From an optimization exercise on the open Yosys and OpenROAD flow, aimed at small area, a short achievable clock period and few clock cycles; shortcuts taken in it are not production practice. At most, simulation tests tie the RTL to the original design; equivalence was not proved. Power is estimated from default activity; no workload was simulated.

==> module sha1md_back, before the edit <==
module sha1md_back (
	input  wire logic         clk,
	input  wire logic         arst_n,
	input  wire logic         blk_ready,
	input  wire logic         blk_first,
	input  wire logic         blk_last,
	input  wire logic [31:0]  w_head,
	output logic [3:0]        phase,
	output logic              commit,
	input  wire logic         pop,
	output logic              empty,
	output logic [159:0]      digest
);
	localparam logic [31:0] H0_INIT = 32'h67452301;
	localparam logic [31:0] H1_INIT = 32'hefcdab89;
	localparam logic [31:0] H2_INIT = 32'h98badcfe;
	localparam logic [31:0] H3_INIT = 32'h10325476;
	localparam logic [31:0] H4_INIT = 32'hc3d2e1f0;
	localparam logic [31:0] K_CH     = 32'h5a827999;
	localparam logic [31:0] K_PAR_LO = 32'h6ed9eba1;
	localparam logic [31:0] K_MAJ    = 32'h8f1bbcdc;
	localparam logic [31:0] K_PAR_HI = 32'hca62c1d6;
	logic        run_q;
	logic [6:0]  t_q, t_d;
	logic        nx_q;
	logic        own_q;
	logic        first_q;
	logic        last_q;
	logic        valid_q;   
	logic [1:0]  kph_q, kph_n;
	logic        abort;
	logic        take;
	logic        run_d;
	logic        bst, bst_d;
	logic        is75_q, is77_q, is78_q, is79_q, ge76_q, le75_q, le12_q;
	logic [31:0] a_q, b_q, c_q, d_q, pre_q;
	logic [31:0] x1_q, x0_q;
	logic [31:0] win_q [16];
	logic [31:0] h0_q;
	logic [31:0] k_q;   
	logic        xsel_q;
	logic [31:0] ring_q [4];
	logic [31:0] c_d, dn, d_d, x1_d, x0_d, pre_d, k_next, e0n, h0sel, h0add;
	logic [31:0] tmp, sched, sched_h, sum, opnd, xv;
	logic        t79, ring_step, ring_init;
	assign valid_q = !empty;
	assign digest = {h0_q, ring_q[0], ring_q[1], ring_q[2], ring_q[3]};
	assign t79    = is79_q;
	assign abort  = run_q && is75_q && own_q && valid_q;
	assign take   = is78_q && nx_q;
	assign commit = (take && (!blk_first || (!valid_q && !(run_q && last_q)))) ||
		(own_q && run_q && le75_q && !valid_q);
	always_comb begin
		t_d   = t_q;
		run_d = run_q;
		if (!run_q) begin
			if (is75_q) begin
				if (blk_ready && phase == 4'd13)
					t_d = 7'd76;
			end else if (t79) begin
				t_d   = 7'd0;
				run_d = 1'b1;
			end else begin
				t_d = t_q + 7'd1;
			end
		end else if (abort) begin
			run_d = 1'b0;
		end else if (t79) begin
			if (nx_q) begin
				t_d = 7'd0;
			end else begin
				t_d   = 7'd75;
				run_d = 1'b0;
			end
		end else begin
			t_d = t_q + 7'd1;
		end
	end
	assign kph_n = (t_d >= 7'd79 || t_d <= 7'd18) ? 2'd0 :
		(t_d <= 7'd38) ? 2'd1 : (t_d <= 7'd58) ? 2'd2 : 2'd3;
	assign bst_d = (is77_q && blk_ready) || (is78_q && nx_q) || (t79 && nx_q) ||
		(run_q && le12_q);
	always_ff @(posedge clk or negedge arst_n) begin
		if (!arst_n) begin
			run_q   <= 1'b0;
			phase   <= 4'd0;
			t_q     <= 7'd75;
			nx_q    <= 1'b0;
			own_q   <= 1'b0;
			first_q <= 1'b0;
			last_q  <= 1'b0;
			empty   <= 1'b1;
			bst     <= 1'b0;
			kph_q   <= 2'd0;
			is75_q  <= 1'b1;
			is77_q  <= 1'b0;
			is78_q  <= 1'b0;
			is79_q  <= 1'b0;
			xsel_q  <= 1'b0;
			ge76_q  <= 1'b0;
			le75_q  <= 1'b1;
			le12_q  <= 1'b0;
		end else begin
			is75_q <= t_d == 7'd75;
			is77_q <= t_d == 7'd77;
			is78_q <= t_d == 7'd78;
			is79_q <= t_d == 7'd79;
			xsel_q <= run_d && t_d == 7'd79;
			ge76_q <= t_d >= 7'd76;
			le75_q <= t_d <= 7'd75;
			le12_q <= t_d <= 7'd12;
			run_q <= run_d;
			phase <= phase + 4'd1;
			t_q   <= t_d;
			bst   <= bst_d;
			nx_q  <= is77_q ? blk_ready : is78_q ? nx_q : 1'b0;
			if (take && !commit)
				own_q <= 1'b1;
			else if (commit || abort)
				own_q <= 1'b0;
			if (t79 && nx_q) begin
				first_q <= blk_first;
				last_q  <= blk_last;
			end
			if (run_q && t79 && last_q)
				empty <= 1'b0;
			else if (pop)
				empty <= 1'b1;
			kph_q  <= kph_n;
		end
	end
	always_comb begin
		if (t79) begin
			c_d = blk_first ? H2_INIT : ring_q[0];
			dn  = blk_first ? H3_INIT : ring_q[1];
		end else begin
			c_d = {b_q[1:0], b_q[31:2]};
			dn  = c_q;
		end
		d_d = is78_q ? e0n : dn;
		case (kph_q)
			2'd0: begin
				x1_d = c_d;
				x0_d = dn;
			end
			2'd2: begin
				x1_d = c_d | dn;
				x0_d = c_d & dn;
			end
			default: begin
				x1_d = ~(c_d ^ dn);
				x0_d = c_d ^ dn;
			end
		endcase
	end
	always_comb begin
		case (kph_n)
			2'd0:    k_next = K_CH;
			2'd1:    k_next = K_PAR_LO;
			2'd2:    k_next = K_MAJ;
			default: k_next = K_PAR_HI;
		endcase
		h0sel = first_q ? H0_INIT : h0_q;
		e0n   = blk_first ? H4_INIT : ring_q[1];
		h0add = is77_q ? h0sel : 32'd0;
	end
	always_comb begin
		opnd = ring_q[3];
		xv   = xsel_q ? a_q : {a_q[1:0], a_q[31:2]};
	end
	assign ring_step = ge76_q && (run_q || !blk_first);
	assign ring_init = run_q && is75_q && first_q && !(own_q && valid_q);
	sha1md_round u_add_a (.a5({a_q[26:0], a_q[31:27]}), .b(b_q), .x1(x1_q), .x0(x0_q),
		.pre(pre_q), .s(tmp));
	sha1md_add3 u_add_pre (.x(d_q), .y(k_q), .z(win_q[0]), .s(pre_d));
	sha1md_add2 u_add_w (.x({sched[30:0], sched[31]}), .y(h0add), .s(sched_h));
	sha1md_add2 u_add_ring (.x(opnd), .y(xv), .s(sum));
	assign sched = win_q[2] ^ win_q[7] ^ win_q[13] ^ win_q[15];
	always_ff @(posedge clk) begin
		win_q[0] <= bst ? w_head : sched_h;
		for (int i = 1; i < 16; i++)
			win_q[i] <= win_q[i-1];
		pre_q <= pre_d;
		k_q   <= k_next;
		x1_q  <= x1_d;
		x0_q  <= x0_d;
		c_q   <= c_d;
		d_q   <= d_d;
		if (run_q && !(t79 && blk_first))
			a_q <= tmp;
		else if (t79)
			a_q <= blk_first ? H0_INIT : h0_q;
		else
			a_q <= 32'd0;
		if (t79)
			b_q <= blk_first ? H1_INIT : sum;
		else
			b_q <= a_q;
		if (run_q && t79)
			h0_q <= tmp;
		if (ring_init) begin
			ring_q[0] <= H1_INIT;
			ring_q[1] <= H2_INIT;
			ring_q[2] <= H3_INIT;
			ring_q[3] <= H4_INIT;
		end else if (ring_step) begin
			ring_q[0] <= sum;
			ring_q[1] <= ring_q[0];
			ring_q[2] <= ring_q[1];
			ring_q[3] <= ring_q[2];
		end
	end
endmodule
Settings: LEC_CHECK=0, ABC_CLOCK_PERIOD_IN_PS=1800, CAP_MARGIN=20, CORE_MARGIN=2, CORE_UTILIZATION=50, CTS_CLUSTER_DIAMETER=100, CTS_CLUSTER_SIZE=30, SETUP_SLACK_MARGIN=5, SLEW_MARGIN=20, SYNTH_HIERARCHICAL=1, TNS_END_PERCENT=0; clock period 8.0 ns.
run.sh (not shown) runs the stock make flow with config.mk's settings and CLKGATE_MAP_FILE= SYNTH_SCRIPT=/design/flow/synth_recipe.tcl, a recipe that flattens the netlist after the stock synthesis.
Testbench counts at the start, summed over its fixed seeds: cycles 79,557.
Change:
--- a/flow/design.v
+++ b/flow/design.v
@@ -197,8 +197,9 @@
 	logic [31:0] h0_q;
 	logic [31:0] k_q;   
+	logic [31:0] kh_q;  
 	logic        xsel_q;
 	logic [31:0] ring_q [4];
-	logic [31:0] c_d, dn, d_d, x1_d, x0_d, pre_d, k_next, e0n, h0sel, h0add;
-	logic [31:0] tmp, sched, sched_h, sum, opnd, xv;
+	logic [31:0] c_d, dn, d_d, x1_d, x0_d, pre_d, k_next, e0n, h0sel;
+	logic [31:0] tmp, sched, sum, opnd, xv;
 	logic        t79, ring_step, ring_init;
 	assign valid_q = !empty;
@@ -320,6 +321,7 @@
 		endcase
 		h0sel = first_q ? H0_INIT : h0_q;
+		if (is77_q)
+			k_next = kh_q;
 		e0n   = blk_first ? H4_INIT : ring_q[1];
-		h0add = is77_q ? h0sel : 32'd0;
 	end
 	always_comb begin
@@ -332,13 +334,13 @@
 		.pre(pre_q), .s(tmp));
 	sha1md_add3 u_add_pre (.x(d_q), .y(k_q), .z(win_q[0]), .s(pre_d));
-	sha1md_add2 u_add_w (.x({sched[30:0], sched[31]}), .y(h0add), .s(sched_h));
 	sha1md_add2 u_add_ring (.x(opnd), .y(xv), .s(sum));
 	assign sched = win_q[2] ^ win_q[7] ^ win_q[13] ^ win_q[15];
 	always_ff @(posedge clk) begin
-		win_q[0] <= bst ? w_head : sched_h;
+		win_q[0] <= bst ? w_head : {sched[30:0], sched[31]};
 		for (int i = 1; i < 16; i++)
 			win_q[i] <= win_q[i-1];
 		pre_q <= pre_d;
 		k_q   <= k_next;
+		kh_q  <= K_PAR_HI + h0sel;
 		x1_q  <= x1_d;
 		x0_q  <= x0_d;
Via count is about the same; worst hold slack is better by 25 ps; first-iteration DRC count climbs by 21%; total power climbs by 4.3%; register-to-register slack is worse by 90 ps.
Only the layout flow was run in the second run of this note; the RTL was not checked for function there.

## port drivers added, routing unchanged
How much do the figures lean on ideal ports? The routed layouts below were timed once more, with nothing changed but the port constraints. Step 1 assumes that a clkbuf_16 drives the clock port and a buf_2 every other input. Step 2 adds t to the input delays and takes it off the output delays; t is the mean of the earliest and latest rising clock arrival at the registers after step 1. Input paths then give back, and output paths get back, about the clock's delay inside the block. a / b / c = no drivers / after step 1 / after step 2; a / b = the first two.
| run | t (ns) | setup WS [ns] | worst hold slack (ns) | pins driven straight from the clock port |
|---|---|---|---|---|
| the first run | 0.790 | 4.760 / 4.688 / 4.814 | 0.298 / 0.298 / 0.298 | 1 |
| the second run | 0.744 | 4.632 / 4.558 / 4.724 | 0.324 / 0.324 / 0.324 | 1 |
After both steps every run listed still meets setup and hold.
